Context: an optimization exercise on an open-source flow, tuned for small area, a short achievable clock period and few clock cycles. The choices shown serve that exercise and are no tape-out recipe.
Only simulation tests tie the RTL to the original design; equivalence was not proved.
In every run shown here, the design's own scripts or RTL, not TritonCTS, make the clock network.
No driver is modelled on the clock port, so clock power and skew are understated where the tree is cut down; a real chip needs a root buffer or a tree.
Power figures rest on the tool's default switching activity, not on a simulated workload.

File: config.mk
export PLATFORM = sky130hd
export DESIGN_NAME = wildcard_name_matcher
export DESIGN_NICKNAME = wildcard_name_matcher
export VERILOG_FILES = /design/flow/design.v
export SDC_FILE = /design/flow/constraint.sdc
export NUM_CORES = 4
export LEC_CHECK = 0
export CAP_MARGIN = 20
export CORE_MARGIN = 2
export CORE_UTILIZATION = 40
export SETUP_SLACK_MARGIN = 3.15
export SLEW_MARGIN = 20
export TNS_END_PERCENT = 50
File: constraint.sdc
create_clock -name core_clock -period 5.0 [get_ports {i_clk}]
set_input_delay 1.0000 -clock core_clock [delete_from_list [all_inputs] [get_ports {i_clk}]]
set_output_delay 1.0000 -clock core_clock [all_outputs]
set_load 0.01 [all_outputs]
File: design.v
`timescale 1ns / 1ps
package wnm_pkg;
    localparam int MAX_PATTERN = 32;
    localparam int POS_W       = MAX_PATTERN + 1;
    localparam int LEN_W       = $clog2(MAX_PATTERN + 1);
    localparam logic [7:0] ANY_ONE = 8'd63;
    localparam logic [7:0] ANY_RUN = 8'd42;
    localparam logic [7:0] CODE_ANY_ONE = 8'h2B;
    localparam logic CMD_LOAD = 1'b0;
    localparam logic CMD_NAME = 1'b1;
    typedef struct packed {
        logic matched;
        logic pattern_overflow;
    } t_result;
endpackage
`timescale 1ns / 1ps
module wnm_cell (
    input  logic       i_clk,
    input  logic       i_shift,
    input  logic [7:0] i_d,
    input  logic [7:0] i_ch,
    output logic [7:0] o_q,
    output logic       o_hit,
    output logic       o_star
);
    logic [7:0] r_byte;
    logic       wild;
    always_ff @(posedge i_clk) begin
        if (i_shift) begin
            r_byte <= i_d;
        end
    end
    assign wild   = (r_byte[7:1] == wnm_pkg::ANY_RUN[7:1]);
    assign o_q    = r_byte;
    assign o_star = wild && !r_byte[0];
    assign o_hit  = (wild && r_byte[0]) || (r_byte == i_ch);
endmodule
`timescale 1ns / 1ps
module wnm_out_skid (
    input  logic             i_clk,
    input  logic             i_rst_n,
    input  logic             i_push,
    input  logic             i_push_next,
    input  wnm_pkg::t_result i_data,
    output logic             o_ready,
    output logic             o_busy,
    output logic             o_valid,
    input  logic             i_ready,
    output wnm_pkg::t_result o_data
);
    logic             r_res_valid;
    logic             n_res_valid;
    wnm_pkg::t_result r_res;
    logic             r_out_valid;
    logic             n_out_valid;
    wnm_pkg::t_result r_out;
    wnm_pkg::t_result r_out_n;
    wnm_pkg::t_result n_out;
    logic             r_skid_valid;
    logic             n_skid_valid;
    wnm_pkg::t_result r_skid;
    wnm_pkg::t_result n_skid;
    logic             out_free;
    logic             res_move;
    logic             r_ready;
    logic             r_busy;
    logic             r_out_empty;
    logic             n_two;
    logic             n_three;
    assign out_free = r_out_empty || i_ready;
    assign res_move = r_res_valid && (out_free || !r_skid_valid);
    always_comb begin
        n_out_valid  = !r_out_empty;
        n_out        = ~r_out_n;
        n_skid_valid = r_skid_valid;
        n_skid       = r_skid;
        if (out_free) begin
            if (r_skid_valid) begin
                n_out_valid  = 1'b1;
                n_out        = r_skid;
                n_skid_valid = r_res_valid;
                n_skid       = r_res;
            end else begin
                n_out_valid  = r_res_valid;
                n_out        = r_res;
            end
        end else if (r_res_valid && !r_skid_valid) begin
            n_skid_valid = 1'b1;
            n_skid       = r_res;
        end
    end
    assign n_res_valid = i_push || (r_res_valid && !res_move);
    assign n_two   = (n_res_valid && n_skid_valid) || (n_res_valid && n_out_valid)
                     || (n_skid_valid && n_out_valid);
    assign n_three = n_res_valid && n_skid_valid && n_out_valid;
    always_ff @(posedge i_clk) begin
        if (!i_rst_n) begin
            r_res_valid  <= 1'b0;
            r_out_valid  <= 1'b0;
            r_out_empty  <= 1'b1;
            r_skid_valid <= 1'b0;
            r_ready      <= 1'b1;
            r_busy       <= 1'b0;
        end else begin
            r_res_valid  <= n_res_valid;
            r_out_valid  <= n_out_valid;
            r_out_empty  <= !n_out_valid;
            r_skid_valid <= n_skid_valid;
            r_ready      <= !n_two || (!n_three && !i_push_next);
            r_busy       <= n_two && (n_three || i_push_next);
        end
    end
    always_ff @(posedge i_clk) begin
        r_out   <= n_out;
        r_out_n <= ~n_out;
        r_skid  <= n_skid;
        if (i_push) begin
            r_res <= i_data;
        end
    end
    assign o_ready = r_ready;
    assign o_busy  = r_busy;
    assign o_valid = r_out_valid;
    assign o_data  = r_out;
endmodule
`timescale 1ns / 1ps
module wildcard_name_matcher (
    input  logic       i_clk,
    input  logic       i_rst_n,
    input  logic       i_valid,
    output logic       o_ready,
    input  logic       i_cmd,
    input  logic [7:0] i_ch,
    input  logic       i_last,
    output logic       o_valid,
    input  logic       i_ready,
    output logic       o_matched,
    output logic       o_pattern_overflow
);
    localparam int N  = wnm_pkg::MAX_PATTERN;
    localparam int LW = wnm_pkg::LEN_W;
    logic [LW-1:0]  r_cnt;            
    logic [LW-1:0]  r_len;            
    logic           r_lstar;          
    logic           r_ovf;
    logic           r_load_restart;
    logic           r_name_restart;
    logic [N:0]     r_act;
    logic           in_fire;
    logic           out_busy;         
    logic           ch_swap;
    logic [7:0]     ch_code;
    logic           r_shift;
    logic           r_shift_new;      
    logic [7:0]     r_in_ch;
    logic           r_nm_v;
    logic           r_nm_first;
    logic           r_nm_last;
    logic           load_fire;
    logic           name_fire;
    logic           ch_star;
    logic [LW-1:0]  ld_cnt;
    logic           ld_lstar;
    logic           ld_ovf;
    logic           ld_room;
    logic           store;
    logic [7:0]     d   [N+1];
    logic [N-1:0]   hit;
    logic [N-1:0]   star;
    logic [N:0]     start;
    logic [N:0]     cur;
    logic [N:0]     closed;
    logic [N:0]     step;
    logic           push;
    wnm_pkg::t_result push_data;
    wnm_pkg::t_result out_data;
    assign in_fire   = i_valid && !out_busy;
    assign load_fire = in_fire && (i_cmd == wnm_pkg::CMD_LOAD);
    assign name_fire = in_fire && (i_cmd == wnm_pkg::CMD_NAME);
    assign ch_star   = (i_ch == wnm_pkg::ANY_RUN);
    assign ch_swap   = (i_ch[7:5] == 3'b001) && i_ch[3] && (i_ch[1:0] == 2'b11) && (i_ch[4] == i_ch[2]);
    assign ch_code   = ch_swap ? (i_ch ^ 8'b0001_0100) : i_ch;
    assign ld_cnt   = r_load_restart ? '0 : r_cnt;
    assign ld_lstar = !r_load_restart && r_lstar;
    assign ld_ovf   = !r_load_restart && r_ovf;
    assign ld_room  = (ld_cnt < LW'(N));
    assign store    = load_fire && ld_room && !(ch_star && ld_lstar);
    always_ff @(posedge i_clk) begin
        if (!i_rst_n) begin
            r_shift <= 1'b0;
            r_len   <= '0;
            r_nm_v  <= 1'b0;
        end else begin
            r_shift <= store;
            if (r_shift) begin
                r_len <= r_shift_new ? LW'(1) : r_len + LW'(1);
            end
            r_nm_v  <= name_fire;
        end
    end
    always_ff @(posedge i_clk) begin
        r_in_ch     <= ch_code;
        r_shift_new <= r_load_restart;
        r_nm_last   <= i_last;
        r_nm_first  <= r_name_restart;
    end
    always_ff @(posedge i_clk) begin
        if (!i_rst_n) begin
            r_cnt          <= '0;
            r_lstar        <= 1'b0;
            r_ovf          <= 1'b0;
            r_load_restart <= 1'b1;
            r_name_restart <= 1'b1;
        end else if (load_fire) begin
            r_cnt          <= ld_room ? ld_cnt + LW'(1) : ld_cnt;
            r_lstar        <= store ? ch_star : ld_lstar;
            r_ovf          <= ld_ovf || !ld_room;
            r_load_restart <= i_last;
            r_name_restart <= 1'b1;
        end else if (name_fire) begin
            r_name_restart <= i_last;
        end
    end
    assign d[0] = r_in_ch;
    for (genvar i = 0; i < N; i++) begin : g_cell
        wnm_cell u_cell (
            .i_clk   (i_clk),
            .i_shift (r_shift),
            .i_d     (d[i]),
            .i_ch    (r_in_ch),
            .o_q     (d[i+1]),
            .o_hit   (hit[i]),
            .o_star  (star[i])
        );
    end
    for (genvar q = 0; q <= N; q++) begin : g_pos
        assign start[q] = (r_len == LW'(q));
    end
    assign cur = r_nm_first ? start : r_act;
    for (genvar q = 0; q <= N; q++) begin : g_close
        if (q < N) begin : g_lo
            assign closed[q] = cur[q] || (cur[q+1] && star[q]);
        end else begin : g_hi
            assign closed[q] = cur[q];
        end
    end
    for (genvar q = 0; q <= N; q++) begin : g_step
        logic stay;
        logic move;
        if (q > 0) begin : g_stay
            assign stay = closed[q] && (star[q-1] || !r_nm_v);
        end else begin : g_nostay
            assign stay = closed[q] && !r_nm_v;
        end
        if (q < N) begin : g_move
            assign move = closed[q+1] && hit[q] && r_nm_v;
        end else begin : g_nomove
            assign move = 1'b0;
        end
        assign step[q] = stay || move;
    end
    always_ff @(posedge i_clk) begin
        r_act <= step;
    end
    assign push                       = r_nm_v && r_nm_last;
    assign push_data.matched          = step[0] || (step[1] && star[0]);
    assign push_data.pattern_overflow = r_ovf;
    wnm_out_skid u_out (
        .i_clk       (i_clk),
        .i_rst_n     (i_rst_n),
        .i_push      (push),
        .i_push_next (name_fire && i_last),
        .i_data      (push_data),
        .o_ready     (o_ready),
        .o_busy      (out_busy),
        .o_valid     (o_valid),
        .i_ready     (i_ready),
        .o_data      (out_data)
    );
    assign o_matched          = out_data.matched;
    assign o_pattern_overflow = out_data.pattern_overflow;
endmodule
File: flow/run.sh
#!/bin/bash
# The standard layout (standard.sh), except that
# - the ports are buffered with sky130_fd_sc_hd__buf_4, not the cell
#   buffer_ports picks by default;
# - the clock tree is built by flow/clock_tree.tcl in place of
#   clock_tree_synthesis: four root buffers on the clock port, each driving the
#   leaf buffers of the flip-flop groups near it.
set -euo pipefail
bash standard.sh synth > synth.log 2>&1
bash standard.sh 'BUFFER_PORTS_ARGS=-buffer_cell sky130_fd_sc_hd__buf_4' "PRE_CTS_TCL=$PWD/flow/clock_tree.tcl" finish > layout.log 2>&1
File: flow/clock_tree.tcl
# Two-level clock tree built by hand in place of clock_tree_synthesis. The
# flip-flops are split into groups of about GROUP sinks by location (vertical
# strips, cut along y); each group gets a clkbuf_16 leaf at its centroid. The
# leaves are split the same way among ROOTS clkbuf_16 roots, each at the
# centroid of its leaves and driven by the clock port.
set group 25
set roots 4
set block [ord::get_db_block]
set db [ord::get_db]
set clknet [$block findNet i_clk]
set master [$db findMaster sky130_fd_sc_hd__clkbuf_16]

# split items {obj x y} into about n groups of nearby items
proc mcts_split {items n} {
  set cnt [llength $items]
  set nstrips [expr {max(1, int(round(sqrt($n))))}]
  set items [lsort -integer -index 1 $items]
  set per_strip [expr {int(ceil(double($cnt)/$nstrips))}]
  set groups {}
  for {set s 0} {$s < $nstrips} {incr s} {
    set strip [lrange $items [expr {$s*$per_strip}] [expr {($s+1)*$per_strip-1}]]
    set m [llength $strip]
    if {$m == 0} continue
    set strip [lsort -integer -index 2 $strip]
    set ng [expr {max(1, int(round(double($m) * $n / $cnt)))}]
    set per [expr {int(ceil(double($m)/$ng))}]
    for {set g 0} {$g < $ng} {incr g} {
      set mem [lrange $strip [expr {$g*$per}] [expr {($g+1)*$per-1}]]
      if {[llength $mem]} { lappend groups $mem }
    }
  }
  return $groups
}

proc mcts_centroid {mem} {
  set sx 0; set sy 0
  foreach e $mem { incr sx [lindex $e 1]; incr sy [lindex $e 2] }
  return [list [expr {$sx / [llength $mem]}] [expr {$sy / [llength $mem]}]]
}

proc mcts_buffer {block master name x y in_net out_net} {
  set buf [odb::dbInst_create $block $master $name]
  $buf setLocation $x $y
  $buf setPlacementStatus PLACED
  [$buf findITerm A] connect $in_net
  [$buf findITerm X] connect $out_net
  return $buf
}

set sinks {}
foreach it [$clknet getITerms] {
  set inst [$it getInst]
  set bb [$inst getBBox]
  lappend sinks [list $it [expr {([$bb xMin]+[$bb xMax])/2}] [expr {([$bb yMin]+[$bb yMax])/2}]]
}
set n [llength $sinks]
set leaf_groups [mcts_split $sinks [expr {int(ceil(double($n)/$group))}]]

# leaves: each group's clock pins move to a new net driven by its leaf
set leaves {}
set gi 0
foreach mem $leaf_groups {
  set net [odb::dbNet_create $block "mcts_leaf_net_$gi"]
  $net setSigType CLOCK
  foreach e $mem {
    set it [lindex $e 0]
    $it disconnect
    $it connect $net
  }
  lassign [mcts_centroid $mem] cx cy
  lappend leaves [list $gi $cx $cy $net]
  incr gi
}

# roots: each drives the leaves nearest to it and hangs on the clock net
set ri 0
foreach mem [mcts_split $leaves $roots] {
  set rnet [odb::dbNet_create $block "mcts_root_net_$ri"]
  $rnet setSigType CLOCK
  foreach e $mem {
    lassign $e li lx ly lnet
    mcts_buffer $block $master "mcts_leaf_$li" $lx $ly $rnet $lnet
  }
  lassign [mcts_centroid $mem] rx ry
  mcts_buffer $block $master "mcts_root_$ri" $rx $ry $clknet $rnet
  puts "mcts root $ri at $rx $ry drives [llength $mem] leaves"
  incr ri
}
puts "mcts: $n sinks, $gi leaves, $ri roots"
detailed_placement

# the tree is built: clock_tree_synthesis only marks the clock propagated
rename clock_tree_synthesis mcts_unused_clock_tree_synthesis
proc clock_tree_synthesis {args} {
  set_propagated_clock [all_clocks]
}
File: standard.sh
#!/bin/bash
# synth_recipe.tcl (not shown) runs the flow's synth.tcl, then flattens the netlist and writes it again
# the make line also repeats each setting of config.mk as NAME=value (left out here)
make -C /OpenROAD-flow-scripts/flow DESIGN_CONFIG=/design/flow/config.mk WORK_HOME=/design/flow/orfs CLKGATE_MAP_FILE= SYNTH_SCRIPT=/design/flow/synth_recipe.tcl "${@:-finish}"
==> results by group, run 1 <==
Outcome
  • Status: complete, no violations

Power and ir drop
  • Sw Ratio: 21.4%
  • Leak: 5.03 nW
  • VDD IR max: 0.000175 V
  • Clock power share: 30.8%
  • Net switching power: between 0.001 and 0.0015 W
  • Reg power frac: roughly 63%
  • Internal power: 0.00390 W
  • PwrDens: 295 nW/um^2
  • Logic pwr share: 6.7%

STA
  • Final Hold Viols: 0
  • Tcrit/Tclk final: 36.3%
  • Min Tclk post-route: around 1.8 ns
  • Timing-limited maximum frequency: 0.552 GHz
  • Fin Setup TNS: 0 ns
  • Normalized max-slew margin: roughly 55%
  • Setup violations, final: 0
  • Unrepaired setup endpoints after global routing: yes
  • Clk_skew: 0.0199 ns
  • Final Max Slew Viols: 0
  • Worst slew pin tran: ~0.66 ns

Global route
  • Global routing usage on met2: 26.8%
  • GRT Total Usage: 16.0%
  • GR Overflow Total: 0
  • Met1 GRT Util: between 20% and 30%
  • First-pass GRT wire length: between 50 and 60 mm
  • Largest net degree at the start of global routing: 82
  • GRT met3 Usage: 0.878%
  • Busiest grt layer: met2
  • Number of global-route vias before repair: 8,862
  • Initial antenna violation count: 0

Min path
  • Min-delay worst type: flop to flop
  • Hold depth: 0

Floorplanning
  • Die ar.: 39,600 um^2
  • Initial Util: about 40%
  • Die Y: 199 um
  • FP Rows: 71
  • CORE AREA: 37,600 um^2
  • Die Wd: 199 um
  • Io pins: 18

Detailed routing
  • Vias: 9,059
  • DRC viols: 0
  • DRT antenna net count: 0
  • Routed vias/inst: 5.32
  • Drt first pass iters: 5
  • Wire per inst: 18.8 um
  • Initial DRC Count: 637
  • Wirelength, routed: 32.0 mm

Yosys
  • Syn. warnings: 5
  • FF+latch count, synth: about 330
  • Synthesized Nets: between 1,000 and 1,500
  • Sequential area share after synthesis: between 60% and 70%
  • Post-synth EDFFs: 260
  • Synth Cell Area: roughly 15,000 um^2
  • Avg Synthesized Cell Area: around 13 um^2
  • Ys flop type: edfxtp_1
  • Yosys cell types: 60
  • Mapped Cells: 1,176
  • FFs w/ async S/R, synth: 0%

Clocking
  • Worst skew pair latency: ~0.32 ns
  • Clock transition at path regs: 0.08 ns

Critical path
  • Crit path capture type: flop
  • CP peak stage delay: 0.58 ns
  • Crit path from: g_cell[0].u_cell.r_byte[4]
  • Worst Setup Path Type: flop to flop
  • R2R cell count: 5
  • Reg-to-Reg End: u_out.r_res[1]
  • CP Cell Sequence: nand4bb_1 > nor4b_1 > a21o_1 > o211ai_1 > o211ai_2
  • CP Capture Point: u_out.r_res[1]
  • R2r startpoint: g_cell[0].u_cell.r_byte[4]
  • Critical Path Slowest Stage Cell: nor4b_1
  • Arrival time worst endpoint: 1.98 ns
  • Worst path required time: 5.17 ns
  • Reg2Reg Setup Slack: ~3.2 ns
  • Startpoint types: flop
  • Max FO, Critical Path: 4

Layout
  • Layout cells sized above 1: 9.89%
  • Layout overhead on the synthesized area: 10.6%
  • # diodes: 0
  • Final Core Density: 44.8%
  • Final #Nets: 1,214

Placement
  • PortBufs: 17
  • GP Congestion: 0.765
  • Detail Placement HPWL: ~21 mm

Job
  • Max cap viols: 0
placed cells by master, fill, tap and decap left out, drive strengths merged, types with 3 or more instances in the layout:
cell	instances
a211oi	3
a21o	11
a21oi	28
a22oi	3
a32o	30
and3	3
buf	47
clkbuf	23
dfxtp	72
edfxtp	260
ha	5
inv	44
mux2i	6
nand2	51
nand2b	17
nand3	7
nand4	62
nand4bb	34
nor2	34
nor2b	21
nor3	4
nor3b	6
nor4	7
nor4b	21
o211ai	3
o21ai	61
o22ai	25
o32a	3
or2b	9
or3b	3
or4b	10
xnor2	240
xor2	17
power by group through the flow:
stage / clock (W) / combinational, W / sequential (W)
finish: 0.00153 / 0.000332 / 0.00310
floorplan: 0 / 0.000233 / 0.00315
detailed placement: 0 / 0.000289 / 0.00318
global placement: 0 / 0.000285 / 0.00318
global route: 0.00165 / 0.000362 / 0.00311
CTS: 0.00157 / 0.000319 / 0.00311
worst max-delay path: cells and delay by family (launching register included):
family / cells / cell delay [ns]
simple gates: 2 / 0.80
compound gates: 3 / 0.41
flops: 1 / 0.46
timing repair:
action	4_1_cts	5_1_grt
endpoints found under the setup margin	219	81
gates resized for setup	36	30
setup buffers	9	10
pin swaps	1	9
gates cloned	0	1
hold buffers	0	0
worst min-delay path by stage:
stage              startpoint          to
3_3_place_gp   r_name_restart  r_nm_first
2_1_floorplan  r_name_restart  r_nm_first
6_report       r_name_restart  r_nm_first
3_5_place_dp   r_name_restart  r_nm_first
5_1_grt        r_name_restart  r_nm_first
4_1_cts        r_name_restart  r_nm_first
metal layers:
metal	vias up	routed length [um]	share of wire, %
li1	4363	-	-
met2	103	15500	48
met5	-	0	0
met1	4555	15300	48
met4	0	538	1.7
met3	38	667	2.1
state kept, by name, summed over array words and instances, names as in the netlist, 2 cells and up:
signal	cells
r_len	6
u_out.r_out	2
r_act	33
u_out.r_res	2
r_cnt	6
u_out.r_skid	2
g_cell.u_cell.r_byte	256
r_in_ch	8
u_out.r_out_n	2
Yosys cell counts, types with 3 or more instances:
cell type  number  share of area [%]
a211oi_1        3               0.15
a21o_1         11               0.54
a21oi_1        28               0.92
a22oi_1         3               0.15
a32o_1         30                2.0
and3_1          3               0.12
buf_2          33                1.1
buf_4           6               0.30
clkbuf_1       12               0.30
dfxtp_1        72                9.5
edfxtp_1      260                 51
ha_1            5               0.41
inv_1          44                1.1
mux2i_1         6               0.39
nand2_1        51                1.3
nand2b_1       17               0.70
nand3_1         7               0.23
nand4_1        62                2.5
nand4bb_1      34                2.5
nor2_1         34               0.84
nor2b_1        21               0.86
nor3_1          3              0.099
nor3b_1         5               0.25
nor4_1          7               0.29
nor4b_1        21                1.2
o21ai_0        41                1.3
o21ai_1        19               0.62
o22ai_1        25                1.0
o32a_1          3               0.20
or2b_1          9               0.44
or4b_1         10               0.66
xnor2_1       240                 14
xor2_1         17               0.98
final cells by class:
type | instances | area, um^2
Fill cell | 3322 | 20700
Sequential cell | 332 | 9290
Multi-Input combinational cell | 747 | 5750
Tap cell | 511 | 639
Buffer | 20 | 500
Timing Repair Buffer | 50 | 489
Inverter | 44 | 168
metrics by stage:
stage,cell area (um^2),hold WS [ns],power [W],instances,worst slack (ns)
2_1_floorplan,15200,0.331,0.00339,1176,2.18
3_3_place_gp,15800,0.369,0.00347,1664,2.13
3_5_place_dp,15800,0.365,0.00347,1664,2.07
4_1_cts,16600,0.376,0.00499,1693,3.12
5_1_grt,16800,0.366,0.00513,1704,3.12
6_report,16800,0.363,0.00496,1704,3.19
kinds of logic (layout without fill, tap and decap cells):
logic type,count (synthesis),in the layout,synth area share (%)
simple gates,299,299,12.9
mux,7,7,0.468
xor+xnor,257,257,14.8
fa+ha+maj,6,6,0.477
buf+inv,97,114,2.86
compound gates,178,178,7.80
flops,332,332,60.7
Testbench counts, summed over its fixed seeds: cycles 32,693.
==> inputs of run 2 (changes only) <==
--- a/config.mk
+++ b/config.mk
@@ -8,6 +8,6 @@
 export CAP_MARGIN = 20
 export CORE_MARGIN = 2
 export CORE_UTILIZATION = 40
-export SETUP_SLACK_MARGIN = 3.15
+export SETUP_SLACK_MARGIN = 3.2
 export SLEW_MARGIN = 20
-export TNS_END_PERCENT = 50
+export TNS_END_PERCENT = 30
==> run 2 against run 1 <==
  * Setup slack gained 0.038 ns
  * Clock skew up 0.0019 ns
  * Register-to-register slack improved by 0.05 ns
  * Wire length up 0.64%
  * Sequential share of layout area shrank 0.80 points
  * Fmax grew 2.2%
==> results by group, run 2 <==
Detailed routing
  • Wirelength, routed: 32.2 mm (was 32.0 mm)
  • Wire per inst: 18.8 um (about the same)
  • Metal1 wirelength: 15.2 mm (was 15.3 mm)
  • Metal3 WL: 853 um (was 667 um)
  • DRT antenna net count: 0 (unchanged)
  • Drt first pass iters: 5 (unchanged)
  • Routed vias/inst: 5.29 (was 5.32)
  • Max layer used: met4 (unchanged)
  • Vias: 9,073 (was 9,059)
  • DRC viols: 0 (unchanged)
  • Initial DRC Count: 621 (was 637)
  • Met2 WL: 15.4 mm (was 15.5 mm)

Critical path
  • Worst path required time: 5.17 ns (about the same)
  • Startpoint types: primary input (was flop)
  • Max FO, Critical Path: 3 (was 4)
  • Worst Setup Path Type: primary input to flop (was flop to flop)
  • Reg2Reg Setup Slack: 3.24 ns (was 3.19 ns)
  • Arrival time worst endpoint: 1.95 ns (was 1.98 ns)
  • Crit path capture type: flop (unchanged)

Yosys
  • Sequential area share after synthesis: 60.7% (unchanged)
  • FFs w/ async S/R, synth: 0% (unchanged)
  • Mapped Cells: 1,176 (unchanged)
  • Synth Cell Area: 15,200 um^2 (unchanged)
  • FF+latch count, synth: 332 (unchanged)
  • Syn. warnings: 5 (unchanged)
  • Top cells by area, synth: edfxtp_1, xnor2_1, dfxtp_1 (unchanged)
  • Yosys top cell area share: 51.3% (unchanged)
  • Synthesized Nets: 1,195 (unchanged)
  • Post-synth EDFFs: 260 (unchanged)
  • Yosys cell types: 60 (unchanged)
  • Avg Synthesized Cell Area: 12.9 um^2 (unchanged)
  • Synth top cells by count: edfxtp_1, xnor2_1, dfxtp_1, nand4_1, nand2_1 (unchanged)
  • Ys flop type: edfxtp_1 (unchanged)
  • Most frequent cell after synthesis: edfxtp_1 (unchanged)
  • Dominant cell type by area after synthesis: edfxtp_1 (unchanged)

Floorplanning
  • Die Wd: 199 um (unchanged)
  • FP Rows: 71 (unchanged)
  • Die Y: 199 um (unchanged)
  • CORE AREA: 37,600 um^2 (unchanged)
  • Initial Util: 40.5% (unchanged)
  • Io pins: 18 (unchanged)
  • Die ar.: 39,600 um^2 (unchanged)

Power and ir drop
  • Net switching power: 0.00107 W (was 0.00106 W)
  • VDD IR max: 0.000177 V (was 0.000175 V)
  • Logic pwr share: 6.9% (was 6.7%)
  • Reg power frac: 62.4% (was 62.5%)
  • Internal power: 0.00391 W (was 0.00390 W)
  • Sw Ratio: 21.5% (was 21.4%)
  • Leak: 5.13 nW (was 5.03 nW)
  • Clock power share: 30.8% (about the same)
  • PwrDens: 291 nW/um^2 (was 295 nW/um^2)

STA
  • Fin worst setup slack: 3.23 ns (was 3.19 ns)
  • Unrepaired setup endpoints after global routing: yes (unchanged)
  • Normalized max-slew margin: 59.7% (was 55.3%)
  • Tcrit/Tclk final: 35.5% (was 36.3%)
  • Timing-limited maximum frequency: 0.563 GHz (was 0.552 GHz)
  • Setup violations, final: 0 (unchanged)
  • Min Tclk post-route: 1.77 ns (was 1.81 ns)
  • Worst slew pin tran: 0.604 ns (was 0.661 ns)
  • Clk_skew: 0.0219 ns (was 0.0199 ns)
  • Fin Setup TNS: 0 ns (unchanged)
  • Final Hold Viols: 0 (unchanged)
  • Final Max Slew Viols: 0 (unchanged)

Placement
  • PortBufs: 17 (unchanged)
  • Post-Place Cells: 1,664 (unchanged)
  • Detail Placement HPWL: 20.5 mm (unchanged)
  • GP Congestion: 0.765 (unchanged)
  • Setup WS pre-CTS: 2.07 ns (unchanged)

Clocking
  • Worst skew pair latency: 0.32 ns (about the same)
  • Clock transition at path regs: 0.08 ns (about the same)

Global route
  • GR Overflow Total: 0 (unchanged)
  • Largest net degree at the start of global routing: 82 (unchanged)
  • Number of global-route vias before repair: 8,902 (was 8,862)
  • GRT Total Usage: 15.9% (was 16.0%)
  • Initial antenna violation count: 0 (unchanged)
  • First-pass GRT wire length: 50.5 mm (about the same)

Min path
  • Min-delay worst type: flop to flop (unchanged)

Layout
  • Layout cells sized above 1: 12.2% (was 9.89%)
  • Final #Nets: 1,225 (was 1,214)
  • Most frequent cells in the layout: edfxtp_1, xnor2_1, nand4_1, dfxtp_1, nand2_1 (unchanged)
  • Final cell count without fillers: 1,715 (was 1,704)
  • Top Registers: g_cell.u_cell.r_byte: 256 flops, r_act: 33 flops, r_in_ch: 8 flops (unchanged)
  • Biggest register: g_cell.u_cell.r_byte (unchanged)
  • Largest register FFs: 256 (unchanged)
  • # diodes: 0 (unchanged)
  • Most common cell after layout, fill and taps aside: edfxtp_1 (unchanged)
  • Layout overhead on the synthesized area: 12.3% (was 10.6%)

Outcome
  • Status: complete, no violations (unchanged)

Job
  • Max cap viols: 0 (unchanged)
## run 2: cell counts after synthesis
Identical to the previous run, type by type.
## run 2: cell type report
cell class,count,area (um^2)
Multi-Input combinational cell,747,5880
Fill cell,3304,20500
Inverter,44,170
Timing Repair Buffer,61,616
Tap cell,511,639
Sequential cell,332,9290
Buffer,20,500
## run 2: final timing paths
check,startpoint,end,cells past startpoint
worst max-delay path,i_valid,u_out.r_busy,5
worst min-delay path,r_name_restart,r_nm_first,0
worst max register to register,r_len[1],r_act[30],7
worst min register to register,r_name_restart,r_nm_first,0
## run 2: power by group through the flow
stage	sequential, W	clock [W]	combinational (W)
floorplan	0.00315	0	0.000233
global placement	0.00318	0	0.000285
detailed placement	0.00318	0	0.000289
CTS	0.00310	0.00157	0.000326
global route	0.00311	0.00165	0.000373
finish	0.00310	0.00153	0.000342
## run 2: per-stage QoR
stage	util (%)	instance area [um^2]	total power [W]	hold slack, ns
6_report	45.5	17100	0.00497	0.361
5_1_grt	45.5	17100	0.00514	0.364
4_1_cts	44.3	16700	0.00500	0.376
3_5_place_dp	42.2	15800	0.00347	0.365
3_3_place_gp	42.2	15800	0.00347	0.369
2_1_floorplan	-	15200	0.00339	0.331
## run 2: logic make-up after synthesis
group / after synthesis / share of synthesized area [%]
AND/OR/NAND/NOR: 299 / 12.9
flip-flops: 332 / 60.7
multiplexers: 7 / 0.468
buffers and inverters: 97 / 2.86
adder cells (fa/ha/maj): 6 / 0.477
XOR/XNOR: 257 / 14.8
AO/OA/AOI/OAI: 178 / 7.80
## run 2: metal layers
| layer | global-route usage, % | up-vias |
|---|---|---|
| met4 | 3.48 | 0 |
| met3 | 1.06 | 40 |
| met5 | 0 | - |
| met1 | 23.2 | 4528 |
| met2 | 26.2 | 112 |
| li1 | - | 4393 |
## run 2: timing repair
item | in CTS | in global routing
hold buffers | 0 | 0
setup endpoints to repair | 224 | 78
gates resized for setup | 45 | 52
setup buffers | 11 | 18
pin swaps | 3 | 16
cloned | 0 | 2
## run 2: worst max-delay path, cell delays in order
cell     delay (ns)
buf_4          0.11
and4b_2        0.25
maj3_2         0.32
o21ai_1        0.14
a31oi_1        0.12
==> inputs of run 3 (changes only) <==
--- a/config.mk
+++ b/config.mk
@@ -10,4 +10,3 @@
 export CORE_UTILIZATION = 40
 export SETUP_SLACK_MARGIN = 3.2
 export SLEW_MARGIN = 20
-export TNS_END_PERCENT = 30
==> run 3 against run 2 <==
  * Still clean
  * Hold slack improved by 0.0022 ns
  * Fmax is 2.2% lower
  * Power is 0.13% higher
  * Critical path depth unchanged
  * Final cell count shrank 0.17%
  * Global-route usage barely moved
  * Wire length increased by 0.11%
  * Register-to-register slack worse by 0.05 ns
  * Synthesized cell count stayed put
  * Largest cell class unchanged
==> results by group, run 3 <==
Outcome
  • Status: complete, no violations (unchanged)

Critical path
  • CP Cell Sequence: nand4bb_1 > or4_4 > o21ai_1 > o211ai_1 > o211ai_2 (was buf_4 > and4b_2 > maj3_2 > o21ai_1 > a31oi_1)
  • Worst Setup Path Type: flop to flop (was primary input to flop)
  • Reg2Reg Setup Slack: 3.19 ns (was 3.24 ns)
  • Startpoint types: flop (was primary input)
  • R2R cell count: 5 (was 7)
  • Reg-to-Reg End: u_out.r_res[1] (was r_act[30])
  • Critical Path Slowest Stage Cell: or4_4 (was maj3_2)
  • Max FO, Critical Path: 3 (unchanged)
  • CP top delay family: simple AND/OR/NAND/NOR gates (was adder cells)
  • Crit path capture type: flop (unchanged)
  • Worst path required time: 5.17 ns (about the same)
  • Arrival time worst endpoint: 1.98 ns (was 1.95 ns)
  • CP peak stage delay: 0.54 ns (was 0.32 ns)
  • Buf/Inv on CP: 0 (was 1)
  • R2r startpoint: g_cell[1].u_cell.r_byte[7] (was r_len[1])

Yosys
  • Mapped Cells: 1,176 (unchanged)
  • Syn. warnings: 5 (unchanged)
  • Synth Cell Area: 15,200 um^2 (unchanged)
  • Yosys top cell area share: 51.3% (unchanged)
  • Post-synth EDFFs: 260 (unchanged)
  • Avg Synthesized Cell Area: 12.9 um^2 (unchanged)
  • FFs w/ async S/R, synth: 0% (unchanged)
  • FF+latch count, synth: 332 (unchanged)
  • Ys flop type: edfxtp_1 (unchanged)
  • Synth top cells by count: edfxtp_1, xnor2_1, dfxtp_1, nand4_1, nand2_1 (unchanged)
  • Most frequent cell after synthesis: edfxtp_1 (unchanged)
  • Sequential area share after synthesis: 60.7% (unchanged)
  • Dominant cell type by area after synthesis: edfxtp_1 (unchanged)
  • Synthesized Nets: 1,195 (unchanged)
  • Yosys cell types: 60 (unchanged)
  • Top cells by area, synth: edfxtp_1, xnor2_1, dfxtp_1 (unchanged)

Power and ir drop
  • PwrDens: 292 nW/um^2 (was 291 nW/um^2)
  • Clock power share: 30.9% (was 30.8%)
  • Logic pwr share: 7.0% (was 6.9%)
  • Total power: 0.00498 W (was 0.00497 W)
  • VDD IR max: 0.000164 V (was 0.000177 V)
  • Internal power: 0.00391 W (about the same)
  • Leak: 5.10 nW (was 5.13 nW)
  • Reg power frac: 62.2% (was 62.4%)
  • Net switching power: 0.00107 W (about the same)
  • Sw Ratio: 21.5% (about the same)

Layout
  • Largest register FFs: 256 (unchanged)
  • # diodes: 0 (unchanged)
  • Top Registers: g_cell.u_cell.r_byte: 256 flops, r_act: 33 flops, r_in_ch: 8 flops (unchanged)
  • Filler cells: 3,345 (was 3,304)
  • Most common cell after layout, fill and taps aside: edfxtp_1 (unchanged)
  • Most frequent cells in the layout: edfxtp_1, xnor2_1, nand4_1, dfxtp_1, nand2_1 (unchanged)
  • Layout overhead on the synthesized area: 11.9% (was 12.3%)
  • Layout cells sized above 1: 12.2% (about the same)
  • Final Core Density: 45.4% (was 45.5%)
  • Final #Nets: 1,222 (was 1,225)
  • Biggest register: g_cell.u_cell.r_byte (unchanged)

Floorplanning
  • Initial Util: 40.5% (unchanged)
  • FP Rows: 71 (unchanged)
  • Die ar.: 39,600 um^2 (unchanged)
  • Die Y: 199 um (unchanged)
  • CORE AREA: 37,600 um^2 (unchanged)
  • Io pins: 18 (unchanged)
  • Die Wd: 199 um (unchanged)

STA
  • Unrepaired setup endpoints after global routing: yes (unchanged)
  • Min Tclk post-route: 1.81 ns (was 1.77 ns)
  • Tcrit/Tclk final: 36.3% (was 35.5%)
  • Setup violations, final: 0 (unchanged)
  • Timing-limited maximum frequency: 0.551 GHz (was 0.563 GHz)
  • Fin Setup TNS: 0 ns (unchanged)
  • Final Max Slew Viols: 0 (unchanged)
  • Worst slew pin tran: 0.589 ns (was 0.604 ns)
  • Normalized max-slew margin: 60.7% (was 59.7%)
  • Fin worst setup slack: 3.19 ns (was 3.23 ns)
  • Final Hold Viols: 0 (unchanged)
  • Clk_skew: 0.0219 ns (about the same)

Detailed routing
  • DRC viols: 0 (unchanged)
  • Wirelength, routed: 32.3 mm (was 32.2 mm)
  • Wire per inst: 18.9 um (was 18.8 um)
  • Drt first pass iters: 5 (unchanged)
  • Vias: 9,093 (was 9,073)
  • Initial DRC Count: 653 (was 621)
  • Routed vias/inst: 5.31 (was 5.29)
  • DRT antenna net count: 0 (unchanged)

Min path
  • Hold depth: 0 (unchanged)
  • Worst Hold Path EP: r_nm_first (unchanged)
  • Min-delay worst type: flop to flop (unchanged)
  • Start point of the worst min-delay path: r_name_restart (unchanged)

Global route
  • GR Overflow Total: 0 (unchanged)
  • GRT Total Usage: 15.9% (about the same)
  • Number of global-route vias before repair: 9,033 (was 8,902)
  • First-pass GRT wire length: 50.4 mm (was 50.5 mm)
  • Largest net degree at the start of global routing: 94 (was 82)
  • Initial antenna violation count: 0 (unchanged)

Placement
  • GP Congestion: 0.751 (was 0.765)
  • Setup WS pre-CTS: 2.61 ns (was 2.07 ns)
  • PortBufs: 17 (unchanged)
  • Detail Placement HPWL: 20.2 mm (was 20.5 mm)

Clocking
  • Clock transition at path regs: 0.09 ns (was 0.08 ns)
  • Worst skew pair latency: 0.32 ns (about the same)
  • Post-CTS Hold Fix Bufs: 0 (unchanged)

Job
  • Max cap viols: 0 (unchanged)
## run 3: cell count changes in the layout (fill, tap and decap cells not counted), sizes merged
cell / delta
buf: -1
clkbuf: -2
## run 3: layer usage
metal  part of all wire (%)  global-route usage, %  vias to the layer above
met5                      0                      0                        -
met4                    1.9                   2.82                        0
li1                       -                      -                     4369
met2                     48                   27.3                      136
met1                     47                   22.4                     4547
met3                    2.6                   1.10                       41
## run 3: worst max path at each step
stage | start | end | slack (ns) | cells after the start
2_1_floorplan | r_shift | r_len[5] | 2.18 | 4
3_3_place_gp | r_nm_first | u_out.r_res[1] | 2.68 | 6
3_5_place_dp | r_nm_first | u_out.r_res[1] | 2.61 | 6
4_1_cts | r_nm_first | u_out.r_res[1] | 3.07 | 6
5_1_grt | g_cell[1].u_cell.r_byte[7] | u_out.r_res[1] | 3.12 | 5
6_report | g_cell[1].u_cell.r_byte[7] | u_out.r_res[1] | 3.19 | 5
## run 3: kinds of logic (layout without fill, tap and decap cells)
| group | Yosys count | count (layout) | share of synthesized area, % |
|---|---|---|---|
| flops | 332 | 332 | 60.7 |
| simple gates | 299 | 299 | 12.9 |
| xor+xnor | 257 | 257 | 14.8 |
| compound gates | 178 | 178 | 7.80 |
| buf+inv | 97 | 122 | 2.86 |
| mux | 7 | 7 | 0.468 |
| fa+ha+maj | 6 | 6 | 0.477 |
## run 3: cell type report
| cell class | instances | area [um^2] | share of cell area [%] |
|---|---|---|---|
| inverter | 44 | 170 | 0.998 |
| tap | 511 | 639 | 3.75 |
| timing repair buffer | 58 | 587 | 3.44 |
| multi-input combinational | 747 | 5860 | 34.4 |
| buffer | 20 | 500 | 2.94 |
| sequential | 332 | 9290 | 54.5 |
## run 3: what timing repair did
action | CTS | global route
resized for setup | 39 | 51
setup endpoints to repair | 232 | 131
buffers inserted | 11 | 18
pin swaps | 4 | 8
## run 3: power by group through the flow
stage          sequential (W)  clock (W)  combinational (W)
5_1_grt               0.00311    0.00166           0.000378
3_3_place_gp          0.00317          0           0.000294
2_1_floorplan         0.00315          0           0.000235
3_5_place_dp          0.00318          0           0.000298
6_report              0.00310    0.00154           0.000348
4_1_cts               0.00310    0.00156           0.000323
## run 3: per-stage QoR
stage	instance area (um^2)	cells	hold WS (ns)
after global placement	15900	1663	0.371
after global routing	17000	1712	0.373
after CTS	16600	1694	0.369
after detailed placement	15900	1663	0.371
after floorplan	15300	1176	0.331
final	17000	1712	0.364
==> inputs of run 4 (changes only) <==
--- a/config.mk
+++ b/config.mk
@@ -7,6 +7,8 @@
 export LEC_CHECK = 0
 export CAP_MARGIN = 20
 export CORE_MARGIN = 2
-export CORE_UTILIZATION = 40
+export CORE_UTILIZATION = 55
+export PLACE_DENSITY = 0.7
 export SETUP_SLACK_MARGIN = 3.2
 export SLEW_MARGIN = 20
+export TNS_END_PERCENT = 50
==> run 4 against run 3 <==
  * Still clean
  * Critical path depth is 2 higher
  * Power shrank 0.23%
  * Wire length fell by 3.7%
  * Largest power group unchanged
  * Highest routed layer unchanged
==> results by group, run 4 <==
Outcome
  • Status: complete, no violations (unchanged)

Placement
  • Setup WS pre-CTS: 2.60 ns (was 2.61 ns)
  • Placed instance area: 15,700 um^2 (was 15,900 um^2)
  • Detail Placement HPWL: 18.9 mm (was 20.2 mm)
  • PortBufs: 17 (unchanged)
  • GP Congestion: 0.775 (was 0.751)

Layout
  • Final Cell Area: 16,900 um^2 (was 17,000 um^2)
  • Top Registers: g_cell.u_cell.r_byte: 256 flops, r_act: 33 flops, r_in_ch: 8 flops (unchanged)
  • Final #Nets: 1,231 (was 1,222)
  • # diodes: 0 (unchanged)
  • Layout cells sized above 1: 12.8% (was 12.2%)
  • Filler cells: 2,061 (was 3,345)
  • Layout overhead on the synthesized area: 11.3% (was 11.9%)
  • Most common cell after layout, fill and taps aside: edfxtp_1 (unchanged)
  • Largest register FFs: 256 (unchanged)
  • Multi-input gate area: 5870 um^2 (was 5860 um^2)
  • Biggest register: g_cell.u_cell.r_byte (unchanged)
  • Sequential cell area: 9290 um^2 (about the same)
  • Most frequent cells in the layout: edfxtp_1, xnor2_1, nand4_1, dfxtp_1, buf_4 (was edfxtp_1, xnor2_1, nand4_1, dfxtp_1, nand2_1)

Power and ir drop
  • Clock power share: 30.7% (was 30.9%)
  • Reg power frac: 62.3% (was 62.2%)
  • Net switching power: 0.00106 W (was 0.00107 W)
  • PwrDens: 293 nW/um^2 (was 292 nW/um^2)
  • VDD IR max: 0.000224 V (was 0.000164 V)
  • Logic pwr share: 7.0% (about the same)
  • Internal power: 0.00391 W (about the same)
  • Leak: 5.16 nW (was 5.10 nW)
  • Sw Ratio: 21.3% (was 21.5%)

Job
  • Max cap viols: 0 (unchanged)

Critical path
  • CP peak stage delay: 0.43 ns (was 0.54 ns)
  • Arrival time worst endpoint: 1.96 ns (was 1.98 ns)
  • CP top delay family: compound AO/OA/AOI/OAI gates (was simple AND/OR/NAND/NOR gates)
  • Worst Setup Path Type: flop to flop (unchanged)
  • CP Cell Sequence: inv_4 > ha_4 > or3b_4 > o221ai_2 > a21o_1 > o211ai_1 > o211ai_2 (was nand4bb_1 > or4_4 > o21ai_1 > o211ai_1 > o211ai_2)
  • Crit path capture type: flop (unchanged)
  • Max FO, Critical Path: 5 (was 3)
  • Buf/Inv on CP: 1 (was 0)
  • Startpoint types: flop (unchanged)
  • Critical Path Slowest Stage Cell: or3b_4 (was or4_4)
  • Worst path required time: 5.15 ns (was 5.17 ns)

Global route
  • Initial antenna violation count: 0 (unchanged)
  • GR Overflow Total: 0 (unchanged)
  • Largest net degree at the start of global routing: 121 (was 94)
  • First-pass GRT wire length: 48.3 mm (was 50.4 mm)
  • Number of global-route vias before repair: 8,910 (was 9,033)
  • GRT Total Usage: 20.7% (was 15.9%)

Floorplanning
  • Die ar.: 29,000 um^2 (was 39,600 um^2)
  • FP Rows: 60 (was 71)
  • Io pins: 18 (unchanged)
  • Die Wd: 170 um (was 199 um)
  • CORE AREA: 27,100 um^2 (was 37,600 um^2)
  • Initial Util: 56.2% (was 40.5%)
  • Die Y: 170 um (was 199 um)

Clocking
  • Post-CTS Hold Fix Bufs: 0 (unchanged)
  • Worst skew pair latency: 0.32 ns (about the same)
  • Clock transition at path regs: 0.09 ns (about the same)

Yosys
  • Ys flop type: edfxtp_1 (unchanged)
  • Most frequent cell after synthesis: edfxtp_1 (unchanged)
  • Top cells by area, synth: edfxtp_1, xnor2_1, dfxtp_1 (unchanged)
  • Avg Synthesized Cell Area: 12.9 um^2 (unchanged)
  • Synth Cell Area: 15,200 um^2 (unchanged)
  • FFs w/ async S/R, synth: 0% (unchanged)
  • Synth top cells by count: edfxtp_1, xnor2_1, dfxtp_1, nand4_1, nand2_1 (unchanged)
  • Yosys top cell area share: 51.3% (unchanged)
  • Sequential area share after synthesis: 60.7% (unchanged)
  • Mapped Cells: 1,176 (unchanged)
  • Syn. warnings: 5 (unchanged)
  • Synthesized Nets: 1,195 (unchanged)
  • Post-synth EDFFs: 260 (unchanged)
  • FF+latch count, synth: 332 (unchanged)
  • Dominant cell type by area after synthesis: edfxtp_1 (unchanged)
  • Yosys cell types: 60 (unchanged)

STA
  • Fin worst setup slack: 3.20 ns (was 3.19 ns)
  • Final Max Slew Viols: 0 (unchanged)
  • Tcrit/Tclk final: 36.0% (was 36.3%)
  • Fin Setup TNS: 0 ns (unchanged)
  • WHS: 0.345 ns (was 0.364 ns)
  • Normalized max-slew margin: 58.0% (was 60.7%)
  • Worst slew pin tran: 0.631 ns (was 0.589 ns)
  • Setup violations, final: 0 (unchanged)
  • Min Tclk post-route: 1.80 ns (was 1.81 ns)
  • Final Hold Viols: 0 (unchanged)
  • Unrepaired setup endpoints after global routing: yes (unchanged)
  • Clk_skew: 0.0154 ns (was 0.0219 ns)
  • Timing-limited maximum frequency: 0.555 GHz (was 0.551 GHz)

Detailed routing
  • Initial DRC Count: 752 (was 653)
  • DRT antenna net count: 0 (unchanged)
  • Vias: 9,243 (was 9,093)
  • Wire per inst: 19.6 um (was 18.9 um)
  • Routed vias/inst: 5.84 (was 5.31)
  • Wirelength, routed: 31.1 mm (was 32.3 mm)
  • DRC viols: 0 (unchanged)
  • Drt first pass iters: 5 (unchanged)

Min path
  • Min-delay worst type: flop to flop (unchanged)
==> run 4: cell counts after synthesis <==
Identical to the previous run, type by type.
==> run 4: cell families (layout without fill, tap and decap cells) <==
family / after synthesis / in the layout / share of synthesized area (%)
simple gates: 299 / 299 / 12.9
buf+inv: 97 / 131 / 2.86
compound gates: 178 / 178 / 7.80
mux: 7 / 7 / 0.468
fa+ha+maj: 6 / 6 / 0.477
flops: 332 / 332 / 60.7
xor+xnor: 257 / 257 / 14.8
==> run 4: timing repair <==
| item | in CTS | in global routing |
|---|---|---|
| setup buffers | 1 | 34 |
| pin swaps | 0 | 17 |
| resized for setup | 14 | 80 |
| endpoints found under the hold margin | 0 | 0 |
| endpoints found under the setup margin | 229 | 94 |
| cloned | 0 | 2 |
==> run 4: cell type report <==
cell class / instances / share of cell area, %
Inverter: 44 / 1.00
Sequential cell: 332 / 54.8
Buffer: 20 / 2.95
Multi-Input combinational cell: 747 / 34.7
Timing Repair Buffer: 67 / 3.82
Tap cell: 372 / 2.75
==> run 4: layer usage <==
layer	wire length, um	track usage, %	vias to the layer above
li1	-	-	4398
met1	14200	30.8	4584
met2	15000	34.5	223
met3	1430	1.58	38
met4	444	2.75	0
met5	0	0	-
==> run 4: worst paths after layout <==
| check | slack, ns | startpoint | cells after the start | to |
|---|---|---|---|---|
| min | 0.34 | r_name_restart | 0 | r_nm_first |
| min reg2reg | 0.34 | r_name_restart | 0 | r_nm_first |
| max reg2reg | 3.20 | r_len[1] | 7 | u_out.r_res[1] |
| max | 3.20 | r_len[1] | 7 | u_out.r_res[1] |
==> run 4: power by group through the flow <==
| stage | Combinational [W] | Clock [W] | Sequential, W |
|---|---|---|---|
| 4_1_cts | 0.000313 | 0.00154 | 0.00310 |
| 6_report | 0.000348 | 0.00153 | 0.00310 |
| 3_5_place_dp | 0.000302 | 0 | 0.00316 |
| 2_1_floorplan | 0.000233 | 0 | 0.00315 |
| 3_3_place_gp | 0.000297 | 0 | 0.00316 |
| 5_1_grt | 0.000379 | 0.00163 | 0.00311 |
==> run 4: worst register-to-register path, cell delays in order (launching register included) <==
cell	delay [ns]
dfxtp_4	0.38
inv_4	0.09
ha_4	0.17
or3b_4	0.44
o221ai_2	0.25
a21o_1	0.12
o211ai_1	0.10
o211ai_2	0.09
==> run 4: stage by stage <==
step	total power (W)	util (%)	instances
floorplan	0.00339	-	1176
global placement	0.00346	57.8	1525
detailed placement	0.00347	57.8	1525
CTS	0.00496	60.1	1546
global route	0.00512	62.5	1582
finish	0.00497	62.5	1582
==> inputs of run 5 (changes only) <==
--- a/config.mk
+++ b/config.mk
@@ -7,8 +7,7 @@
 export LEC_CHECK = 0
 export CAP_MARGIN = 20
 export CORE_MARGIN = 2
-export CORE_UTILIZATION = 55
-export PLACE_DENSITY = 0.7
-export SETUP_SLACK_MARGIN = 3.2
+export CORE_UTILIZATION = 40
+export SETUP_SLACK_MARGIN = 3.25
 export SLEW_MARGIN = 20
 export TNS_END_PERCENT = 50
==> run 5 against run 4 <==
  * Synthesized area unchanged
  * Final area up 2.8%
  * Utilization down 16 points
  * Register-to-register slack better by 0.04 ns
  * Highest routed layer unchanged
==> results by group, run 5 <==
Yosys
  • Yosys cell types: 60 (unchanged)
  • Simple-gate share of the synthesized area: 12.9% (unchanged)
  • Yosys top cell area share: 51.3% (unchanged)
  • Largest family of logic cells by synthesized area: XOR/XNOR gates (unchanged)
  • Adder-cell area share of the yosys netlist: 0.477% (unchanged)
  • FFs w/ async S/R, synth: 0% (unchanged)
  • Synth Cell Area: 15,200 um^2 (unchanged)
  • Synthesized Nets: 1,195 (unchanged)
  • Mapped Cells: 1,176 (unchanged)
  • XOR/XNOR Fraction of Synth Area: 14.8% (unchanged)
  • Syn. warnings: 5 (unchanged)
  • Post-synth EDFFs: 260 (unchanged)
  • Dominant cell type by area after synthesis: edfxtp_1 (unchanged)
  • Sequential area share after synthesis: 60.7% (unchanged)
  • Avg Synthesized Cell Area: 12.9 um^2 (unchanged)
  • Top cells by area, synth: edfxtp_1, xnor2_1, dfxtp_1 (unchanged)
  • Compound-gate portion of the synthesized area: 7.80% (unchanged)
  • Mux share of post-synthesis cell area: 0.468% (unchanged)
  • Ys flop type: edfxtp_1 (unchanged)
  • Synth top cells by count: edfxtp_1, xnor2_1, dfxtp_1, nand4_1, nand2_1 (unchanged)
  • Most frequent cell after synthesis: edfxtp_1 (unchanged)
  • FF+latch count, synth: 332 (unchanged)

STA
  • Unrepaired setup endpoints after global routing: yes (unchanged)
  • Fin Setup TNS: 0 ns (unchanged)
  • Final Max Slew Viols: 0 (unchanged)
  • Timing-limited maximum frequency: 0.570 GHz (was 0.555 GHz)
  • Min Tclk post-route: 1.76 ns (was 1.80 ns)
  • Setup violations, final: 0 (unchanged)
  • Tcrit/Tclk final: 35.1% (was 36.0%)
  • Worst slew pin tran: 0.605 ns (was 0.631 ns)
  • Fin worst setup slack: 3.24 ns (was 3.20 ns)
  • Clk_skew: 0.0234 ns (was 0.0154 ns)
  • Final Hold Viols: 0 (unchanged)
  • Normalized max-slew margin: 59.6% (was 58.0%)

Clocking
  • Worst skew pair latency: 0.32 ns (about the same)
  • Clock transition at path regs: 0.08 ns (was 0.09 ns)
  • Post-CTS Hold Fix Bufs: 0 (unchanged)

Placement
  • PortBufs: 17 (unchanged)
  • Setup WS pre-CTS: 2.07 ns (was 2.60 ns)
  • Detail Placement HPWL: 20.5 mm (was 18.9 mm)
  • GP Congestion: 0.765 (was 0.775)

Global route
  • GR Overflow Total: 0 (unchanged)
  • Number of global-route vias before repair: 8,960 (was 8,910)
  • Largest net degree at the start of global routing: 82 (was 121)
  • Initial antenna violation count: 0 (unchanged)
  • First-pass GRT wire length: 51.0 mm (was 48.3 mm)
  • GRT Total Usage: 16.1% (was 20.7%)

Layout
  • Most common cell after layout, fill and taps aside: edfxtp_1 (unchanged)
  • Final #Nets: 1,248 (was 1,231)
  • Sequential cell area: 9290 um^2 (about the same)
  • Biggest register: g_cell.u_cell.r_byte (unchanged)
  • Filler cells: 3,290 (was 2,061)
  • Most frequent cells in the layout: edfxtp_1, xnor2_1, buf_4, nand4_1, dfxtp_1 (was edfxtp_1, xnor2_1, nand4_1, dfxtp_1, buf_4)
  • # diodes: 0 (unchanged)
  • Layout overhead on the synthesized area: 14.4% (was 11.3%)
  • Top Registers: g_cell.u_cell.r_byte: 256 flops, r_act: 33 flops, r_in_ch: 8 flops (unchanged)
  • Layout cells sized above 1: 15.2% (was 12.8%)
  • Multi-input gate area: 6000 um^2 (was 5870 um^2)
  • Largest register FFs: 256 (unchanged)

Power and ir drop
  • Leak: 5.30 nW (was 5.16 nW)
  • PwrDens: 286 nW/um^2 (was 293 nW/um^2)
  • VDD IR max: 0.000177 V (was 0.000224 V)

Detailed routing
  • DRT antenna net count: 0 (unchanged)
  • Wire per inst: 18.8 um (was 19.6 um)
  • Drt first pass iters: 7 (was 5)
  • DRC viols: 0 (unchanged)
  • Vias: 9,203 (was 9,243)
  • Initial DRC Count: 669 (was 752)
  • Routed vias/inst: 5.30 (was 5.84)
  • Wirelength, routed: 32.6 mm (was 31.1 mm)

Job
  • Max cap viols: 0 (unchanged)

Floorplanning
  • Die Wd: 199 um (was 170 um)
  • Io pins: 18 (unchanged)
  • Initial Util: 40.5% (was 56.2%)
  • FP Rows: 71 (was 60)
  • CORE AREA: 37,600 um^2 (was 27,100 um^2)
  • Die Y: 199 um (was 170 um)
  • Die ar.: 39,600 um^2 (was 29,000 um^2)

Min path
  • Start point of the worst min-delay path: r_name_restart (unchanged)
  • Hold depth: 0 (unchanged)
  • Min-delay worst type: flop to flop (unchanged)
  • Worst Hold Path EP: r_nm_first (unchanged)

Critical path
  • Worst Setup Path Type: flop to flop (unchanged)
  • Arrival time worst endpoint: 2.02 ns (was 1.96 ns)
  • Max FO, Critical Path: 5 (unchanged)
  • Crit path capture type: flop (unchanged)
  • R2r startpoint: r_len[0] (was r_len[1])
  • Worst path required time: 5.26 ns (was 5.15 ns)
  • Reg-to-Reg End: r_act[30] (was u_out.r_res[1])
  • Startpoint types: flop (unchanged)
  • Reg2Reg Setup Slack: 3.24 ns (was 3.20 ns)
  • R2R cell count: 7 (unchanged)

Outcome
  • Status: complete, no violations (unchanged)
run 5: cell counts after synthesis:
No cell type changed its count.
run 5: worst max-delay path by stage:
stage                                      startpoint        end  slack (ns)  cells past startpoint
after floorplan                               r_shift   r_len[5]        2.18                      4
after global placement                          i_cmd   r_cnt[0]        2.13                      5
after detailed placement                        i_cmd   r_cnt[0]        2.07                      5
after CTS                 g_cell[24].u_cell.r_byte[6]  r_act[23]        3.12                      5
after global routing                         r_len[0]  r_act[30]        3.17                      7
final                                        r_len[0]  r_act[30]        3.24                      7
run 5: layer usage:
layer / global-route usage [%] / part of all wire (%)
met1: 23.5 / 47
met2: 26.6 / 48
met5: 0 / 0
met4: 3.12 / 2.1
met3: 0.895 / 2.8
run 5: cells by family (layout without fill, tap and decap cells):
kind of cell               Yosys count  count (layout)
DFF                                332             332
and+or+nand+nor                    299             299
xor gates and xnor gates           257             257
AOI/OAI and AO/OA                  178             178
buffers and inverters               97             148
muxes                                7               7
adders and majority gates            6               6
run 5: timing repair:
action,4_1_cts,5_1_grt
buffers inserted,12,40
pin swaps,6,28
hold endpoints to repair,0,0
endpoints found under the setup margin,243,87
cloned,0,2
gates resized for setup,52,71
run 5: layout make-up:
type / count / share of cell area [%]
sequential: 332 / 53.4
multi-input combinational: 747 / 34.5
timing repair buffer: 84 / 4.65
tap: 511 / 3.67
buffer: 20 / 2.87
inverter: 44 / 0.977
run 5: metrics by stage:
stage | utilization [%] | hold WS, ns | std cells | total power (W) | area, um^2
2_1_floorplan | - | 0.331 | 1176 | 0.00339 | 15200
3_3_place_gp | 42.2 | 0.369 | 1664 | 0.00347 | 15800
3_5_place_dp | 42.2 | 0.365 | 1664 | 0.00347 | 15800
4_1_cts | 44.5 | 0.376 | 1696 | 0.00500 | 16700
5_1_grt | 46.4 | 0.365 | 1738 | 0.00515 | 17400
6_report | 46.4 | 0.360 | 1738 | 0.00498 | 17400
run 5: where the power goes:
group / switching [W] / internal (W)
Sequential: 0.0000776 / 0.00303
Combinational: 0.000183 / 0.000170
Clock: 0.000806 / 0.000719
Total: 0.00107 / 0.00391
run 5: critical path, stage by stage (launching register included):
cell     delay [ns]
dfxtp_4        0.39
inv_4          0.08
ha_4           0.14
or3b_4         0.43
nor3b_4        0.20
mux2i_2        0.11
o21ai_1        0.16
a32o_1         0.18
==> inputs of run 6 (changes only) <==
--- a/config.mk
+++ b/config.mk
@@ -8,6 +8,6 @@
 export CAP_MARGIN = 20
 export CORE_MARGIN = 2
 export CORE_UTILIZATION = 40
-export SETUP_SLACK_MARGIN = 3.25
+export SETUP_SLACK_MARGIN = 3.2
 export SLEW_MARGIN = 20
 export TNS_END_PERCENT = 50
==> run 6 against run 5 <==
  * Still clean
  * Clock skew fell by 0.0031 ns
  * Power fell by 0.14%
  * Wire length is 1.2% lower
  * Die area unchanged
  * Critical path type is now primary input to flop
  * Critical endpoint is now u_out.r_busy
==> results by group, run 6 <==
STA
  • Normalized max-slew margin: 59.6% (about the same)
  • Tcrit/Tclk final: 35.2% (was 35.1%)
  • Final Hold Viols: 0 (unchanged)
  • Unrepaired setup endpoints after global routing: yes (unchanged)
  • Final Max Slew Viols: 0 (unchanged)
  • Timing-limited maximum frequency: 0.568 GHz (was 0.570 GHz)
  • Setup violations, final: 0 (unchanged)
  • Fin Setup TNS: 0 ns (unchanged)
  • Min Tclk post-route: 1.76 ns (about the same)
  • Worst slew pin tran: 0.606 ns (was 0.605 ns)
  • Fin worst setup slack: 3.24 ns (about the same)
  • Clk_skew: 0.0203 ns (was 0.0234 ns)

Detailed routing
  • Initial DRC Count: 614 (was 669)
  • Wirelength, routed: 32.3 mm (was 32.6 mm)
  • Routed vias/inst: 5.29 (was 5.30)
  • DRC viols: 0 (unchanged)
  • DRT antenna net count: 0 (unchanged)
  • Vias: 9,075 (was 9,203)
  • Wire per inst: 18.8 um (about the same)
  • Drt first pass iters: 5 (was 7)

Yosys
  • Synth Cell Area: 15,200 um^2 (unchanged)
  • Post-synth EDFFs: 260 (unchanged)
  • Syn. warnings: 5 (unchanged)
  • Most frequent cell after synthesis: edfxtp_1 (unchanged)
  • Top cells by area, synth: edfxtp_1, xnor2_1, dfxtp_1 (unchanged)
  • Avg Synthesized Cell Area: 12.9 um^2 (unchanged)
  • FF+latch count, synth: 332 (unchanged)
  • Sequential area share after synthesis: 60.7% (unchanged)
  • Ys flop type: edfxtp_1 (unchanged)
  • Synthesized Nets: 1,195 (unchanged)
  • Yosys top cell area share: 51.3% (unchanged)
  • Yosys cell types: 60 (unchanged)
  • Mapped Cells: 1,176 (unchanged)
  • Synth top cells by count: edfxtp_1, xnor2_1, dfxtp_1, nand4_1, nand2_1 (unchanged)
  • Dominant cell type by area after synthesis: edfxtp_1 (unchanged)
  • FFs w/ async S/R, synth: 0% (unchanged)

Clocking
  • Post-CTS Hold Fix Bufs: 0 (unchanged)
  • Clock transition at path regs: 0.08 ns (about the same)
  • Worst skew pair latency: 0.32 ns (about the same)

Layout
  • Final #Nets: 1,225 (was 1,248)
  • Most common cell after layout, fill and taps aside: edfxtp_1 (unchanged)
  • Biggest register: g_cell.u_cell.r_byte (unchanged)
  • Layout cells sized above 1: 12.5% (was 15.2%)
  • Most frequent cells in the layout: edfxtp_1, xnor2_1, nand4_1, dfxtp_1, nand2_1 (was edfxtp_1, xnor2_1, buf_4, nand4_1, dfxtp_1)
  • # diodes: 0 (unchanged)
  • Top Registers: g_cell.u_cell.r_byte: 256 flops, r_act: 33 flops, r_in_ch: 8 flops (unchanged)
  • Filler cells: 3,301 (was 3,290)
  • Layout overhead on the synthesized area: 12.5% (was 14.4%)
  • Final Core Density: 45.6% (was 46.4%)
  • Largest register FFs: 256 (unchanged)

Min path
  • Min-delay worst type: flop to flop (unchanged)

Job
  • Max cap viols: 0 (unchanged)

Critical path
  • Worst path required time: 5.17 ns (was 5.26 ns)
  • Worst Setup Path Type: primary input to flop (was flop to flop)
  • Startpoint types: primary input (was flop)
  • Crit path capture type: flop (unchanged)
  • CP peak stage delay: 0.31 ns (was 0.43 ns)
  • Max FO, Critical Path: 4 (was 5)
  • Arrival time worst endpoint: 1.93 ns (was 2.02 ns)
  • CP Cell Sequence: buf_4 > and4b_2 > maj3_2 > o21ai_2 > a31oi_1 (was inv_4 > ha_4 > or3b_4 > nor3b_4 > mux2i_2 > o21ai_1 > a32o_1)
  • Critical Path Slowest Stage Cell: maj3_2 (was or3b_4)

Placement
  • PortBufs: 17 (unchanged)
  • GP Congestion: 0.765 (unchanged)
  • Setup WS pre-CTS: 2.07 ns (unchanged)
  • Detail Placement HPWL: 20.5 mm (unchanged)

Global route
  • First-pass GRT wire length: 50.5 mm (was 51.0 mm)
  • Number of global-route vias before repair: 8,904 (was 8,960)
  • Initial antenna violation count: 0 (unchanged)
  • GR Overflow Total: 0 (unchanged)
  • Largest net degree at the start of global routing: 82 (unchanged)
  • GRT Total Usage: 15.9% (was 16.1%)

Floorplanning
  • CORE AREA: 37,600 um^2 (unchanged)
  • Io pins: 18 (unchanged)
  • Die Wd: 199 um (unchanged)
  • Die Y: 199 um (unchanged)
  • FP Rows: 71 (unchanged)
  • Die ar.: 39,600 um^2 (unchanged)
  • Initial Util: 40.5% (unchanged)

Power and ir drop
  • VDD IR max: 0.000177 V (about the same)
  • Leak: 5.14 nW (was 5.30 nW)
  • PwrDens: 291 nW/um^2 (was 286 nW/um^2)
  • Total power: 0.00497 W (was 0.00498 W)

Outcome
  • Status: complete, no violations (unchanged)
run 6: where the power goes:
group	internal [W]	total [W]	switching (W)
sequential	0.00303	0.00310	0.0000764
combinational	0.000162	0.000343	0.000181
clock	0.000719	0.00153	0.000810
total	0.00391	0.00497	0.00107
run 6: area by class of cell:
cell class / count / area (um^2) / share of cell area [%]
Buffer: 20 / 500 / 2.92
Inverter: 44 / 170 / 0.994
Multi-Input combinational cell: 747 / 5900 / 34.4
Sequential cell: 332 / 9290 / 54.3
Tap cell: 511 / 639 / 3.73
Timing Repair Buffer: 61 / 623 / 3.64
run 6: repair_timing:
item | CTS | global route
pin swaps | 5 | 17
resized for setup | 46 | 57
endpoints found under the setup margin | 224 | 76
buffers inserted | 11 | 18
cloned | 0 | 2
run 6: kinds of logic after synthesis:
| family | Yosys count | share of synthesized area, % |
|---|---|---|
| DFF | 332 | 60.7 |
| and+or+nand+nor | 299 | 12.9 |
| xor gates and xnor gates | 257 | 14.8 |
| AOI/OAI and AO/OA | 178 | 7.80 |
| buffers and inverters | 97 | 2.86 |
| muxes | 7 | 0.468 |
| adders and majority gates | 6 | 0.477 |
run 6: final timing paths:
| path | start | endpoint | slack [ns] | depth (start not counted) |
|---|---|---|---|---|
| worst max-delay path | i_cmd | u_out.r_busy | 3.24 | 5 |
| worst min-delay path | r_name_restart | r_nm_first | 0.36 | 0 |
| worst max register to register | r_len[1] | r_act[30] | 3.24 | 7 |
| worst min register to register | r_name_restart | r_nm_first | 0.36 | 0 |
run 6: through the flow:
stage,std cells,area [um^2],hold slack (ns)
3_3_place_gp,1664,15800,0.369
6_report,1715,17100,0.358
2_1_floorplan,1176,15200,0.331
3_5_place_dp,1664,15800,0.365
4_1_cts,1695,16700,0.376
5_1_grt,1715,17100,0.364
run 6: metal layers:
layer	vias to the layer above	GRT usage, %	part of all wire (%)
li1	4387	-	-
met1	4519	23.2	47
met2	127	26.2	48
met3	42	1.06	2.7
met4	0	3.48	2.3
met5	-	0	0
run 6: critical path, delay by kind of cell:
kind / cells / cell delay [ns]
compound gates: 2 / 0.25
fa+ha+maj: 1 / 0.31
buf+inv: 1 / 0.13
simple gates: 1 / 0.24

==> what the ideal ports hide <==
No port has a modelled driver above. Below, the same layouts with a new extraction and two added sets of constraints. Step 1: set_driving_cell puts a clkbuf_16 on i_clk and a buf_2 on each other input, an assumption about the parent block. Step 2 adds t to the input delays and takes it off the output delays; t is the mean of the earliest and latest rising clock arrival at the registers after step 1. Input paths then give back, and output paths get back, about the clock's delay inside the block. Three values: no drivers, after step 1, after step 2; two values: the first two.
| run | t, ns | slack for setup (ns) | hold slack, ns | worst slew at a driven data input, ns | cell pins on the clock port's net |
|---|---|---|---|---|---|
| run 1 | 0.420 | 3.187 / 3.145 / 2.853 | 0.363 / 0.363 / 0.363 | 0.04 | 4 |
| run 2 | 0.419 | 3.225 / 3.143 / 2.886 | 0.361 / 0.362 / 0.362 | 0.04 | 4 |
| run 3 | 0.420 | 3.185 / 3.147 / 2.880 | 0.364 / 0.364 / 0.364 | 0.04 | 4 |
| run 4 | 0.407 | 3.199 / 3.150 / 2.874 | 0.345 / 0.345 / 0.345 | 0.05 | 4 |
| run 5 | 0.417 | 3.244 / 3.144 / 2.914 | 0.360 / 0.360 / 0.360 | 0.05 | 4 |
| run 6 | 0.418 | 3.240 / 3.146 / 2.907 | 0.358 / 0.359 / 0.359 | 0.04 | 4 |
After both steps every run listed still meets setup and hold. The setup slack of run 2, which loses most, moves by -0.082 ns with the drivers and by -0.339 ns with both steps.
